Background: an optimization exercise with open tools, aiming at small area, a short achievable clock period and few clock cycles. Do not read the settings as production practice.
In this exercise RTL edits were held to simulation tests only and were not proved equivalent to the original.
No activity file was given, so power comes from the tool's default toggle rates.

// p256_mod_add
module p256_mod_add #(
    parameter int RD_LAT = 3
) (
    input  logic        clk,
    input  logic        rst_n,
    input  logic        ena,
    input  logic [31:0] a_din,
    input  logic [31:0] b_din,
    output logic        rdy,
    output logic [2:0]  a_addr,
    output logic [2:0]  b_addr,
    output logic [2:0]  d_addr,
    output logic        d_wren,
    output logic [31:0] d_dout
);
    localparam int NB = 4;
    logic [3:0]  k_q, k_d;
    logic        r_q, f_q, cin_q;
    logic        bad;
    logic        first_q, word0_q, m_q, m0_q;
    logic [31:0] s0_q, s0;
    logic [NB-1:0] g_q, p_q, g, p;
    logic        c31_q, c31;
    logic        co;
    logic [31:0] z;
    assign z = {{30{m_q}}, m_q | first_q, m0_q};
    WordSplitAdd #(.NB(NB)) u_split (
        .x(a_din), .y(b_din), .z(z), .y0(c31_q & ~first_q & ~word0_q),
        .s0(s0), .g(g), .p(p), .c31(c31)
    );
    WordFinish #(.NB(NB)) u_fin (
        .s0(s0_q), .g(g_q), .p(p_q), .cin(cin_q),
        .sum(d_dout), .cout(co)
    );
    assign a_addr = k_q[2:0];
    assign b_addr = k_q[2:0];
    assign d_addr = {~k_q[2], k_q[1:0]};
    assign d_wren = k_q >= 4'd4 && k_q <= 4'd11;
    assign rdy    = k_q == 4'd12;
    assign bad = k_q == 4'd11 && r_q && !(co || c31_q);
    always_comb begin
        k_d = k_q;
        if (bad) begin
            k_d = 4'd15;
        end else if (k_q != 4'd12) begin
            k_d = k_q + 4'd1;
        end
    end
    always_ff @(posedge clk or negedge rst_n) begin
        if (!rst_n) begin
            k_q     <= 4'd15;
            r_q     <= 1'b0;
            f_q     <= 1'b0;
            cin_q   <= 1'b0;
            first_q <= 1'b0;
            word0_q <= 1'b0;
            m_q     <= 1'b0;
  ...
Size: roughly 450 cells after synthesis, about 52 flip-flops, ~110 I/O pins, roughly 0.0045 mm² of cells after synthesis.
export LEC_CHECK = 0
export ABC_AREA = 1
export CAP_MARGIN = 20
export CORE_MARGIN = 2
export CORE_UTILIZATION = 40
export SETUP_SLACK_MARGIN = 3.0
export SLEW_MARGIN = 20
create_clock -name core_clock -period 6.0 [get_ports {clk}]
standard.sh (not shown) runs the stock make flow with config.mk's settings and CLKGATE_MAP_FILE= SYNTH_SCRIPT=/design/flow/synth_recipe.tcl, a recipe that flattens the netlist after the stock synthesis.
==> flow/flow/run.sh <==
#!/bin/bash
# The standard layout, with the port buffers inserted as the smallest buffer
# (sky130_fd_sc_hd__buf_1) instead of the resizer's default pick; timing repair
# resizes them from there. Each step's full output stays in orfs/logs; make's own
# output goes to standard.log.
set -euo pipefail
export BUFFER_PORTS_ARGS="-buffer_cell sky130_fd_sc_hd__buf_1"
bash standard.sh > standard.log 2>&1
Testbench counts at the start, summed over its fixed seeds: cycles 4,480.
Change:
Settings changed: ABC_AREA 1 to default, SETUP_SLACK_MARGIN 3.0 to 3.1, SYNTH_HIERARCHICAL from default to 1.
The new run finished clean.
Global-route usage is higher by 0.42 points.
Non-clock buffer count goes up by 16.
Via count fell slightly.
First-iteration DRC count decreases by well over a third.
Power is higher by well over a third.
Change:
Settings changed: ABC_AREA from default to 1, SETUP_SLACK_MARGIN 3.1 to 2.8, SYNTH_HIERARCHICAL 1 to default.
Outcome: Register-to-register slack loses 130 ps. Global-route usage stays flat. Non-clock buffer count fell by 21. Total power shrinks by 30%. Critical path depth rises by 1.
Change:
Settings changed: SETUP_SLACK_MARGIN 2.8 to 3.3.
Design area rose by about a fifth.
Total power went up by about a fifth.
Maximum frequency came out higher by a few percent.
Cell count increases by a few percent.
Synthesized area is unchanged.
Global-route usage climbs by 0.28 points.
Wire length goes up by roughly a tenth.
Flip-flop and latch count does not change.
Utilization came out higher by 7.0 points.
Sequential power is higher by a few percent.
Worst setup slack improves by 130 ps.

========
the reference run:
p256_mod_add, a different RTL version from the one above (not shown whole).
For scale: roughly 450 cells after synthesis, ~46 flip-flops, ~0.0046 mm^2 of cells after synthesis.
==> flow/config.mk <==
export PLATFORM = sky130hd
export DESIGN_NAME = p256_mod_add
export DESIGN_NICKNAME = p256_mod_add
export VERILOG_FILES = /design/flow/design.v
export SDC_FILE = /design/flow/constraint.sdc
export NUM_CORES = 4
export LEC_CHECK = 0
export CAP_MARGIN = 20
export CORE_MARGIN = 2
export CORE_UTILIZATION = 40
export SETUP_SLACK_MARGIN = 3.5
export SLEW_MARGIN = 20
==> flow/constraint.sdc <==
create_clock -name core_clock -period 6.0 [get_ports {clk}]
set_input_delay 1.2000 -clock core_clock [delete_from_list [all_inputs] [get_ports {clk}]]
set_output_delay 1.2000 -clock core_clock [all_outputs]
set_load 0.01 [all_outputs]
run.sh (not shown) runs the stock make flow with config.mk's settings and CLKGATE_MAP_FILE= SYNTH_SCRIPT=/design/flow/synth_recipe.tcl, a recipe that flattens the netlist after the stock synthesis.
Stock flow here: none of the scripts above is used.
The reference run ran to completion and came out clean on the timing, DRC and antenna checks.
Testbench counts of the reference run, summed over its fixed seeds: cycles 4,480.
Edits applied to the flow inputs when going from the reference run to the trial run:
==> flow/flow/run.sh (new file) <==
#!/bin/bash
# The standard layout, with the port buffers inserted as the smallest buffer
# (sky130_fd_sc_hd__buf_1) instead of the resizer's default pick; timing repair
# resizes them from there. Each step's full output stays in orfs/logs; make's own
# output goes to standard.log.
set -euo pipefail
export BUFFER_PORTS_ARGS="-buffer_cell sky130_fd_sc_hd__buf_1"
bash standard.sh > standard.log 2>&1
==> flow/standard.sh (new file) <==
#!/bin/bash
# synth_recipe.tcl (not shown) runs the flow's synth.tcl, then flattens the netlist and writes it again
# the make line also repeats each setting of config.mk as NAME=value (left out here)
make -C /OpenROAD-flow-scripts/flow DESIGN_CONFIG=/design/flow/config.mk WORK_HOME=/design/flow/orfs CLKGATE_MAP_FILE= SYNTH_SCRIPT=/design/flow/synth_recipe.tcl "${@:-finish}"
removed: flow/run.sh
[summary]
The trial run: final standard cell count with taps included and fillers excluded 5.4% below the reference run. Of the reference run and the trial run, the higher wire length on met3 belongs to the reference run. The trial run gives less worst setup slack than the reference run did. Summary — power density over the cells, the trial run relative to the reference run: lower, by 2.7%. The run showing the smaller share of power burned in combinational logic is the trial run. The trial run vs. the reference run: number of buffers inserted to repair setup after CTS went down by 44. Post-synthesis to final-layout area growth for the trial run is lower than for the reference run.

[static timing again, ports no longer ideal]
Ports are ideal in the flow. The routed layouts listed here were re-timed in OpenROAD.
Step 1 (the two cells are an assumption about what drives the block):
set clk [get_ports {clk}]
set_driving_cell -lib_cell sky130_fd_sc_hd__clkbuf_16 $clk
set_driving_cell -lib_cell sky130_fd_sc_hd__buf_2 [delete_from_list [all_inputs] $clk]
Step 2 moves the port delays by t, midway between the first and last clock arrival at a register: inputs arrive t later, outputs are due t later. That takes back most of the time a late clock gives input paths.
a / b / c = no drivers / after step 1 / after step 2; a / b = the first two.
run	shift t [ns]	slack for setup (ns)	latest minus earliest clock arrival (ns)	worst data-port slew with drivers (ns)	cell pins on the clock port's net
the first run of note 1	0.313	3.022 / 2.989 / 2.759	0.006 / 0.006	0.04	1
the second run of note 1	0.319	2.955 / 2.918 / 2.767	0.008 / 0.008	0.05	1
the third run of note 1	0.311	2.930 / 2.942 / 2.631	0.005 / 0.005	0.04	1
the fourth run of note 1	0.315	3.062 / 3.026 / 2.836	0.007 / 0.007	0.05	1
the reference run	0.316	2.416 / 2.380 / 2.234	0.004 / 0.004	0.04	1
the trial run	0.306	2.398 / 2.366 / 2.141	0.005 / 0.005	0.05	1
After both steps setup and hold are still met in every run listed. For the third run of note 1, which loses most, drivers alone change the setup slack by +0.012 ns; drivers and shift together by -0.299 ns.
